This is an optimization exercise on Yosys and OpenROAD, whose aim is small area, a short achievable clock period and few clock cycles per item, not a production implementation.
Only simulation tests tie the RTL to the original design; equivalence was not proved.
Power and IR drop assume default switching activity.

### config.mk
export PLATFORM = sky130hd
export DESIGN_NAME = rv_exec_top
export DESIGN_NICKNAME = rv_exec_top
export VERILOG_FILES = /design/flow/design.v
export SDC_FILE = /design/flow/constraint.sdc
export NUM_CORES = 4
export LEC_CHECK = 0
export CAP_MARGIN = 20
export CORE_MARGIN = 2
export CORE_UTILIZATION = 40
export SLEW_MARGIN = 20
### run.sh
#!/bin/bash
# synth_recipe.tcl (not shown) runs the flow's synth.tcl, then flattens the netlist and writes it again
# the make line also repeats each setting of config.mk as NAME=value (left out here)
make -C /OpenROAD-flow-scripts/flow DESIGN_CONFIG=/design/flow/config.mk WORK_HOME=/design/flow/orfs CLKGATE_MAP_FILE= SYNTH_SCRIPT=/design/flow/synth_recipe.tcl finish
### constraint.sdc
create_clock -name core_clock -period 5.0 [get_ports {clk}]
set_input_delay 1.0000 -clock core_clock [delete_from_list [all_inputs] [get_ports {clk}]]
set_output_delay 1.0000 -clock core_clock [all_outputs]
set_load 0.01 [all_outputs]
### design.v
`default_nettype none
package rv_pkg;
  localparam int XLEN      = 32;
  localparam int REG_IDX_W = 5;
  typedef logic [XLEN-1:0]      xlen_t;
  typedef logic [REG_IDX_W-1:0] reg_idx_t;
  localparam xlen_t INSN_STEP = 32'd4;
  localparam logic [6:0] OPC_OP     = 7'b0110011;
  localparam logic [6:0] OPC_OP_IMM = 7'b0010011;
  localparam logic [6:0] OPC_LUI    = 7'b0110111;
  localparam logic [6:0] OPC_AUIPC  = 7'b0010111;
  localparam logic [6:0] OPC_JAL    = 7'b1101111;
  localparam logic [6:0] OPC_JALR   = 7'b1100111;
  localparam logic [6:0] OPC_BRANCH = 7'b1100011;
  localparam logic [2:0] F3_ADD_SUB = 3'b000;
  localparam logic [2:0] F3_SLL     = 3'b001;
  localparam logic [2:0] F3_SLT     = 3'b010;
  localparam logic [2:0] F3_SLTU    = 3'b011;
  localparam logic [2:0] F3_XOR     = 3'b100;
  localparam logic [2:0] F3_SRL_SRA = 3'b101;
  localparam logic [2:0] F3_OR      = 3'b110;
  localparam logic [2:0] F3_AND     = 3'b111;
  localparam logic [2:0] F3_BEQ  = 3'b000;
  localparam logic [2:0] F3_BNE  = 3'b001;
  localparam logic [2:0] F3_BLT  = 3'b100;
  localparam logic [2:0] F3_BGE  = 3'b101;
  localparam logic [2:0] F3_BLTU = 3'b110;
  localparam logic [2:0] F3_BGEU = 3'b111;
  localparam logic [2:0] F3_JALR = 3'b000;
  localparam logic [6:0] F7_BASE = 7'b0000000;
  localparam logic [6:0] F7_ALT  = 7'b0100000;
  typedef enum logic [3:0] {
    ALU_ADD,
    ALU_SUB,
    ALU_SLL,
    ALU_SLT,
    ALU_SLTU,
    ALU_XOR,
    ALU_SRL,
    ALU_SRA,
    ALU_OR,
    ALU_AND,
    ALU_PASS_B
  } alu_op_e;
  typedef enum logic [3:0] {
    BR_NONE,
    BR_BEQ,
    BR_BNE,
    BR_BLT,
    BR_BGE,
    BR_BLTU,
    BR_BGEU,
    BR_JAL,
    BR_JALR
  } br_op_e;
  typedef struct packed {
    xlen_t insn;
    xlen_t pc;
    xlen_t rs1_data;
    xlen_t rs2_data;
  } issue_t;
  typedef struct packed {
    alu_op_e  alu_op;
    br_op_e   br_op;
    xlen_t    op_a;
    xlen_t    op_b;
    xlen_t    rs1_data;
    xlen_t    rs2_data;
    xlen_t    pc;
    xlen_t    imm;
    reg_idx_t rd;
    logic     wb_en;
    logic     illegal;
  } dec_t;
  typedef struct packed {
    reg_idx_t rd;
    logic     wb_en;
    xlen_t    wdata;
    logic     br_taken;
    xlen_t    next_pc;
    logic     illegal;
  } res_t;
endpackage
`default_nettype wire
`timescale 1ns/10ps
`default_nettype none
module pipe_stage #(
  parameter int WIDTH = 32
) (
  input  wire logic clk,
  input  wire logic rst_n,
  input  wire logic             in_valid,
  output logic                  in_ready,
  input  wire logic [WIDTH-1:0] in,
  output logic                  out_valid,
  input  wire logic             out_ready,
  output logic [WIDTH-1:0]      out
);
  logic load;
  assign in_ready = ~out_valid | out_ready;
  assign load     = in_valid & in_ready;
  always_ff @(posedge clk or negedge rst_n) begin
    if (!rst_n) begin
      out_valid <= 1'b0;
    end else if (in_ready) begin
      out_valid <= in_valid;
    end
  end
  always_ff @(posedge clk) begin
    if (load) begin
      out <= in;
    end
  end
endmodule
`default_nettype wire
`timescale 1ns/10ps
`default_nettype none
module inst_decode (
  input  rv_pkg::issue_t issue,
  output rv_pkg::dec_t   dec
);
  logic [6:0]       opcode;
  logic [2:0]       func3;
  logic [6:0]       func7;
  rv_pkg::reg_idx_t rd;
  logic [4:0]       shamt;
  assign opcode = issue.insn[6:0];
  assign rd     = issue.insn[11:7];
  assign func3  = issue.insn[14:12];
  assign shamt  = issue.insn[24:20];
  assign func7  = issue.insn[31:25];
  logic f7_base;
  logic f7_alt;
  assign f7_base = (func7 == rv_pkg::F7_BASE);
  assign f7_alt  = (func7 == rv_pkg::F7_ALT);
  rv_pkg::xlen_t imm_i;
  rv_pkg::xlen_t imm_u;
  rv_pkg::xlen_t imm_b;
  rv_pkg::xlen_t imm_j;
  assign imm_i = {{20{issue.insn[31]}}, issue.insn[31:20]};
  assign imm_u = {issue.insn[31:12], 12'b0};
  assign imm_b = {{19{issue.insn[31]}}, issue.insn[31], issue.insn[7],
                  issue.insn[30:25], issue.insn[11:8], 1'b0};
  assign imm_j = {{11{issue.insn[31]}}, issue.insn[31], issue.insn[19:12],
                  issue.insn[20], issue.insn[30:21], 1'b0};
  logic writes;
  always_comb begin
    dec          = '0;
    dec.alu_op   = rv_pkg::ALU_ADD;
    dec.br_op    = rv_pkg::BR_NONE;
    dec.op_a     = issue.rs1_data;
    dec.op_b     = issue.rs2_data;
    dec.rs1_data = issue.rs1_data;
    dec.rs2_data = issue.rs2_data;
    dec.pc       = issue.pc;
    dec.rd       = rd;
    dec.illegal  = 1'b0;
    writes       = 1'b0;
    case (opcode)
      rv_pkg::OPC_OP: begin
        writes = 1'b1;
        case (func3)
          rv_pkg::F3_ADD_SUB: dec.alu_op = f7_alt ? rv_pkg::ALU_SUB : rv_pkg::ALU_ADD;
          rv_pkg::F3_SRL_SRA: dec.alu_op = f7_alt ? rv_pkg::ALU_SRA : rv_pkg::ALU_SRL;
          rv_pkg::F3_SLL:     dec.alu_op = rv_pkg::ALU_SLL;
          rv_pkg::F3_SLT:     dec.alu_op = rv_pkg::ALU_SLT;
          rv_pkg::F3_SLTU:    dec.alu_op = rv_pkg::ALU_SLTU;
          rv_pkg::F3_XOR:     dec.alu_op = rv_pkg::ALU_XOR;
          rv_pkg::F3_OR:      dec.alu_op = rv_pkg::ALU_OR;
          default:            dec.alu_op = rv_pkg::ALU_AND;
        endcase
        if (f7_alt) begin
          dec.illegal = (func3 != rv_pkg::F3_ADD_SUB) && (func3 != rv_pkg::F3_SRL_SRA);
        end else begin
          dec.illegal = !f7_base;
        end
      end
      rv_pkg::OPC_OP_IMM: begin
        writes   = 1'b1;
        dec.imm  = imm_i;
        dec.op_b = imm_i;
        case (func3)
          rv_pkg::F3_ADD_SUB: dec.alu_op = rv_pkg::ALU_ADD;
          rv_pkg::F3_SLT:     dec.alu_op = rv_pkg::ALU_SLT;
          rv_pkg::F3_SLTU:    dec.alu_op = rv_pkg::ALU_SLTU;
          rv_pkg::F3_XOR:     dec.alu_op = rv_pkg::ALU_XOR;
          rv_pkg::F3_OR:      dec.alu_op = rv_pkg::ALU_OR;
          rv_pkg::F3_AND:     dec.alu_op = rv_pkg::ALU_AND;
          rv_pkg::F3_SLL: begin
            dec.alu_op  = rv_pkg::ALU_SLL;
            dec.op_b    = {27'd0, shamt};
            dec.illegal = !f7_base;
          end
          default: begin
            dec.alu_op  = f7_alt ? rv_pkg::ALU_SRA : rv_pkg::ALU_SRL;
            dec.op_b    = {27'd0, shamt};
            dec.illegal = !(f7_base || f7_alt);
          end
        endcase
      end
      rv_pkg::OPC_LUI: begin
        writes     = 1'b1;
        dec.alu_op = rv_pkg::ALU_PASS_B;
        dec.op_a   = '0;
        dec.op_b   = imm_u;
        dec.imm    = imm_u;
      end
      rv_pkg::OPC_AUIPC: begin
        writes   = 1'b1;
        dec.op_a = issue.pc;
        dec.op_b = imm_u;
        dec.imm  = imm_u;
      end
      rv_pkg::OPC_JAL: begin
        writes    = 1'b1;
        dec.br_op = rv_pkg::BR_JAL;
        dec.op_a  = issue.pc;
        dec.op_b  = rv_pkg::INSN_STEP;
        dec.imm   = imm_j;
      end
      rv_pkg::OPC_JALR: begin
        writes      = 1'b1;
        dec.br_op   = rv_pkg::BR_JALR;
        dec.op_a    = issue.pc;
        dec.op_b    = rv_pkg::INSN_STEP;
        dec.imm     = imm_i;
        dec.illegal = (func3 != rv_pkg::F3_JALR);
      end
      rv_pkg::OPC_BRANCH: begin
        dec.imm = imm_b;
        case (func3)
          rv_pkg::F3_BEQ:  dec.br_op = rv_pkg::BR_BEQ;
          rv_pkg::F3_BNE:  dec.br_op = rv_pkg::BR_BNE;
          rv_pkg::F3_BLT:  dec.br_op = rv_pkg::BR_BLT;
          rv_pkg::F3_BGE:  dec.br_op = rv_pkg::BR_BGE;
          rv_pkg::F3_BLTU: dec.br_op = rv_pkg::BR_BLTU;
          rv_pkg::F3_BGEU: dec.br_op = rv_pkg::BR_BGEU;
          default:         dec.illegal = 1'b1;
        endcase
      end
      default: dec.illegal = 1'b1;
    endcase
    if (dec.illegal) begin
      dec.br_op = rv_pkg::BR_NONE;
    end
    dec.wb_en = writes && !dec.illegal && (rd != '0);
  end
endmodule
`default_nettype wire
`timescale 1ns/10ps
`default_nettype none
module alu_execute (
  input  rv_pkg::dec_t  dec,
  output rv_pkg::xlen_t alu_value
);
  logic          sub;
  rv_pkg::xlen_t b_eff;
  rv_pkg::xlen_t sum;
  assign sub   = (dec.alu_op == rv_pkg::ALU_SUB);
  assign b_eff = sub ? ~dec.op_b : dec.op_b;
  assign sum   = dec.op_a + b_eff + {31'd0, sub};
  logic lt_s;
  logic lt_u;
  assign lt_s = ($signed(dec.op_a) < $signed(dec.op_b));
  assign lt_u = (dec.op_a < dec.op_b);
  logic [4:0]    shamt;
  rv_pkg::xlen_t sll_res;
  rv_pkg::xlen_t srl_res;
  rv_pkg::xlen_t sra_res;
  assign shamt   = dec.op_b[4:0];
  assign sll_res = dec.op_a << shamt;
  assign srl_res = dec.op_a >> shamt;
  assign sra_res = $signed(dec.op_a) >>> shamt;
  always_comb begin
    case (dec.alu_op)
      rv_pkg::ALU_ADD,
      rv_pkg::ALU_SUB:    alu_value = sum;
      rv_pkg::ALU_SLL:    alu_value = sll_res;
      rv_pkg::ALU_SLT:    alu_value = {31'd0, lt_s};
      rv_pkg::ALU_SLTU:   alu_value = {31'd0, lt_u};
      rv_pkg::ALU_XOR:    alu_value = dec.op_a ^ dec.op_b;
      rv_pkg::ALU_SRL:    alu_value = srl_res;
      rv_pkg::ALU_SRA:    alu_value = sra_res;
      rv_pkg::ALU_OR:     alu_value = dec.op_a | dec.op_b;
      rv_pkg::ALU_AND:    alu_value = dec.op_a & dec.op_b;
      rv_pkg::ALU_PASS_B: alu_value = dec.op_b;
      default:            alu_value = '0;
    endcase
  end
endmodule
`default_nettype wire
`timescale 1ns/10ps
`default_nettype none
module branch_resolve (
  input  rv_pkg::dec_t  dec,
  input  rv_pkg::xlen_t alu_value,
  output rv_pkg::res_t  res
);
  logic eq;
  logic lt_s;
  logic lt_u;
  assign eq   = (dec.rs1_data == dec.rs2_data);
  assign lt_s = ($signed(dec.rs1_data) < $signed(dec.rs2_data));
  assign lt_u = (dec.rs1_data < dec.rs2_data);
  logic taken;
  logic is_jump;
  always_comb begin
    case (dec.br_op)
      rv_pkg::BR_BEQ:  taken = eq;
      rv_pkg::BR_BNE:  taken = !eq;
      rv_pkg::BR_BLT:  taken = lt_s;
      rv_pkg::BR_BGE:  taken = !lt_s;
      rv_pkg::BR_BLTU: taken = lt_u;
      rv_pkg::BR_BGEU: taken = !lt_u;
      default:         taken = 1'b0;
    endcase
  end
  assign is_jump = (dec.br_op == rv_pkg::BR_JAL) || (dec.br_op == rv_pkg::BR_JALR);
  rv_pkg::xlen_t jalr_sum;
  rv_pkg::xlen_t target;
  assign jalr_sum = dec.rs1_data + dec.imm;
  assign target = (dec.br_op == rv_pkg::BR_JALR) ? {jalr_sum[31:1], 1'b0} : dec.pc + dec.imm;
  always_comb begin
    res          = '0;
    res.rd       = dec.rd;
    res.wb_en    = dec.wb_en;
    res.wdata    = alu_value;
    res.br_taken = taken;
    res.next_pc  = (taken || is_jump) ? target : dec.pc + rv_pkg::INSN_STEP;
    res.illegal  = dec.illegal;
  end
endmodule
`default_nettype wire
`timescale 1ns/10ps
`default_nettype none
module rv_exec_top (
  input  wire logic        clk,
  input  wire logic        rst_n,
  input  wire logic        in_valid,
  output logic             in_ready,
  input  wire logic [31:0] in_insn,
  input  wire logic [31:0] in_pc,
  input  wire logic [31:0] in_rs1_data,
  input  wire logic [31:0] in_rs2_data,
  output logic             out_valid,
  input  wire logic        out_ready,
  output logic [4:0]       out_rd,
  output logic             out_wb_en,
  output logic [31:0]      out_wdata,
  output logic             out_br_taken,
  output logic [31:0]      out_next_pc,
  output logic             out_illegal
);
  rv_pkg::issue_t in;
  rv_pkg::res_t   out;
  rv_pkg::dec_t   dec_d;
  rv_pkg::dec_t   dec_q;
  logic           dec_valid;
  logic           dec_ready;
  rv_pkg::xlen_t  alu_value;
  rv_pkg::res_t   res_d;
  assign in.insn     = in_insn;
  assign in.pc       = in_pc;
  assign in.rs1_data = in_rs1_data;
  assign in.rs2_data = in_rs2_data;
  assign out_rd       = out.rd;
  assign out_wb_en    = out.wb_en;
  assign out_wdata    = out.wdata;
  assign out_br_taken = out.br_taken;
  assign out_next_pc  = out.next_pc;
  assign out_illegal  = out.illegal;
  inst_decode u_decode (
    .issue (in),
    .dec   (dec_d)
  );
  pipe_stage #(
    .WIDTH ($bits(dec_d))
  ) stage_dec (
    .clk       (clk),
    .rst_n     (rst_n),
    .in_valid  (in_valid),
    .in_ready  (in_ready),
    .in        (dec_d),
    .out_valid (dec_valid),
    .out_ready (dec_ready),
    .out       (dec_q)
  );
  alu_execute u_execute (
    .dec       (dec_q),
    .alu_value (alu_value)
  );
  branch_resolve u_resolve (
    .dec       (dec_q),
    .alu_value (alu_value),
    .res       (res_d)
  );
  pipe_stage #(
    .WIDTH ($bits(res_d))
  ) stage_res (
    .clk       (clk),
    .rst_n     (rst_n),
    .in_valid  (dec_valid),
    .in_ready  (dec_ready),
    .in        (res_d),
    .out_valid (out_valid),
    .out_ready (out_ready),
    .out       (out)
  );
endmodule
`default_nettype wire
==> out/summary.txt <==
DR vias: 20640
status: timing/DRC/antenna clean
routed wire length per instance: 25.08 microns
first-pass GRT wire length: 127200 microns
Clock Path Buffers: 3
Post-Place Setup Slack: 0.6702 ns
period utilisation layout: 0.8748
DP Wirelength: 67400 microns
final worst slack: 0.6262 ns
synth warn: 5
Yosys top cell by area: edfxtp_1
fmax: 228.6 MHz
Switching Share: 0.3412
vias in the first global route: 20130
P per Cell Area: 288.0 nW/um^2
first-pass detailed-route iteration total: 6
sequential share of the synthesized area: 0.3691
pin count of the biggest net entering global routing: 75
CP required: 5.30 ns
most common cell after layout, fill and taps aside: edfxtp_1
async set or reset register ratio after synthesis: 0.007117
Buf/Inv on CP: 1
# rows: 87
Iter 0 DRT Violations: 2014
Worst Setup End Kind: register
ranking of synthesized cells by area: edfxtp_1 (37%), ha_1 (12%), a21oi_1 (4.8%)
Net Count, Synth: 2845
Initial Utilization: 0.4050
Synth Flop Type: edfxtp_1
RSZ-0062 raised after global routing: no
Startpoint Class: register
Clock power frac: 0.318
min Tclk post-route: 4.374 ns
slowest stage delay, CP: 0.54 ns
PortBufs: 205
gpl congestion: 0.9935
Seq cells post-synth: 281
layout cells sized above 1: 0.05189
initial antenna violation count: 2
P&R area growth vs syn: 17.70%
final hold violation count: 0
worst-margin pin slew: 1.092 ns
Max rail drop VDD: 289.3 uV
Synth cell types: 74
Cell Int Power: 5100 uW
cell family with most CP delay: compound AO/OA/AOI/OAI gates
Post-Syn Area: 22840 sq um
Via density: 6.008
CTS root buffer: clkbuf_16
Die Wd: 242.9 microns
clock slew at reported path FFs: 0.07 ns
static leakage: 0.01074 uW
Comb power frac: 0.294
Psw: 2641 uW
CTS Sinks: 281
n_diodes: 0
maximum fanout along the worst path: 33
total power: 7741 uW
worst hold path class: reg -> reg
Final Core Density: 0.4767
area fraction of the dominant cell type after synthesis: 0.3669
Cells after Synth: 2482
Overflow after GRT: 0
cell chain of the critical path: nor4b_4, buf_12, xnor2_1, ha_1, a21o_1, a31o_2, o211ai_1, o2111ai_1, a31oi_1, o21ai_0, a21o_1, a21oi_1, xnor2_1, a221o_1
I/O Pins: 206
syn avg cell area: 9.201 sq um
post-route insts no fill: 3435
sequential power share: 0.388
skew final: 0.03462 ns
Worst-Skew Late Latency: 0.57 ns
WL final: 86150 microns
H-tree depth: 2
endpoints failing setup: 0
crit path kind: reg -> reg
nets: 3017
placed insts: 3373
gr usage total: 0.2849
commonest non-fill, non-tap cells in the layout: edfxtp_1 (279), nand2_1 (232), ha_1 (228)
Post-synth EDFFs: 279
setup TNS: 0 ns
MaxCap Viol Count: 0
Hold Buf Count CTS: 0
Post-CTS Setup Inserts: 0
DRC: 0
post-route antenna net violation count: 0
Slew HR: 0.2723
Die Ht: 242.9 microns
Critical Path AT: 4.68 ns
CTS resizes: 0
CP max stage cell: edfxtp_1
core area: 56390 sq um
die footprint: 59020 sq um
TritonCTS clock tree: built
total CTS buffers: 35
Slew Viols, Final: 0
[logic make-up after synthesis]
logic type               Yosys count  synth area share
flip-flops                       281            0.3691
AO/OA/AOI/OAI                    763            0.2156
buffers and inverters            253           0.04235
adder cells (fa/ha/maj)          231            0.1276
multiplexers                      97           0.04838
AND/OR/NAND/NOR                  724            0.1461
XOR/XNOR                         133           0.05101
[layout make-up]
| cell class | instances | area (sq um) |
|---|---|---|
| clock buffers | 43 | 927.1 |
| clock inverters | 19 | 147.6 |
| fillers | 5457 | 29510 |
| inverters | 137 | 514.2 |
| multi-input cells | 1948 | 13480 |
| flip-flops and latches | 281 | 8428 |
| well taps | 756 | 945.9 |
| repair buffers | 251 | 2435 |
[power by group through the flow]
stage	sequential [uW]	clock (uW)	combinational, uW
after floorplan	3020	0	1370
after global placement	3040	0	2210
after detailed placement	3040	0	2230
after CTS	3000	2510	2250
after global routing	3020	2580	2460
final	3000	2460	2280
[worst paths after layout]
kind | from | endpoint | slack (ns) | cells past startpoint
setup / recovery | stage_dec.out[204] | stage_res.out[62] | 0.63 | 14
hold / removal | stage_dec.out[2] | stage_res.out[67] | 0.42 | 0
setup reg to reg | stage_dec.out[204] | stage_res.out[62] | 0.63 | 14
hold reg to reg | stage_dec.out[2] | stage_res.out[67] | 0.42 | 0
max in group asynchronous | rst_n | stage_res.out_valid | 4.29 | 1
min in group asynchronous | rst_n | stage_dec.out_valid | 0.59 | 1
[cell usage after synthesis (13+ instances only)]
library cell,count
buf_1,17
o2111ai_1,14
nand3_1,48
nor2b_1,30
a221oi_1,19
nor3_1,39
ha_1,228
o21ai_0,179
o21a_1,17
a31oi_1,16
nor2_1,226
a22oi_1,25
nand4_1,34
nand2_1,232
mux2i_1,80
o21bai_1,14
and3_1,14
or3_1,13
xnor2_1,93
inv_1,136
edfxtp_1,279
clkbuf_1,90
a211oi_1,36
o211ai_1,34
nand2b_1,38
a22o_1,49
a21oi_1,219
a21o_1,48
xor2_1,40
[per-layer routing]
layer,global-route usage,up-vias,part of all wire
li1,-,9588,-
met1,0.3796,9960,0.43
met2,0.4645,915,0.46
met3,0.03693,170,0.070
met4,0.1238,4,0.047
met5,0,-,0.00026
[per-stage QoR]
step                cell area (sq um)  hold slack, ns
detailed placement              25800          0.4061
floorplan                       22840          0.4003
finish                          26880          0.4212
global route                    26880          0.4366
CTS                             26880          0.4190
global placement                25800          0.4027
[flip-flops by register name, indices dropped and copies added, names as in the netlist]
name,flops
stage_dec.out,207
stage_dec.out_valid,1
stage_res.out,72
stage_res.out_valid,1
Testbench counts, summed over its fixed seeds: cycles 8,016, items 8,000.

==> what the ideal ports hide <==
The flow's constraints put no driver on any port. The routed layout listed below was extracted and timed again, unchanged, in two steps. Step 1 (the two cells are an assumption about what drives the block):
set clk [get_ports {clk}]
set_driving_cell -lib_cell sky130_fd_sc_hd__clkbuf_16 $clk
set_driving_cell -lib_cell sky130_fd_sc_hd__buf_2 [delete_from_list [all_inputs] $clk]
Step 2, shift: input delay + t, output delay - t, t = (earliest + latest rising clock arrival at the registers) / 2. This alone moves slack from input paths to output paths. Slacks: ideal / step 1 / step 2; pairs: ideal / step 1.
t, ns: 0.617
slack for setup (ns): 0.626 / 0.626 / 0.626
clock arrival spread, ns: 0.036 / 0.035
worst register clock-pin slew, ns: 0.07 / 0.07
worst slew at a driven data input, ns: 0.05
After both steps this run still meets setup and hold. The setup slack of this run moves by 0.000 ns with the drivers and by 0.000 ns with both steps.
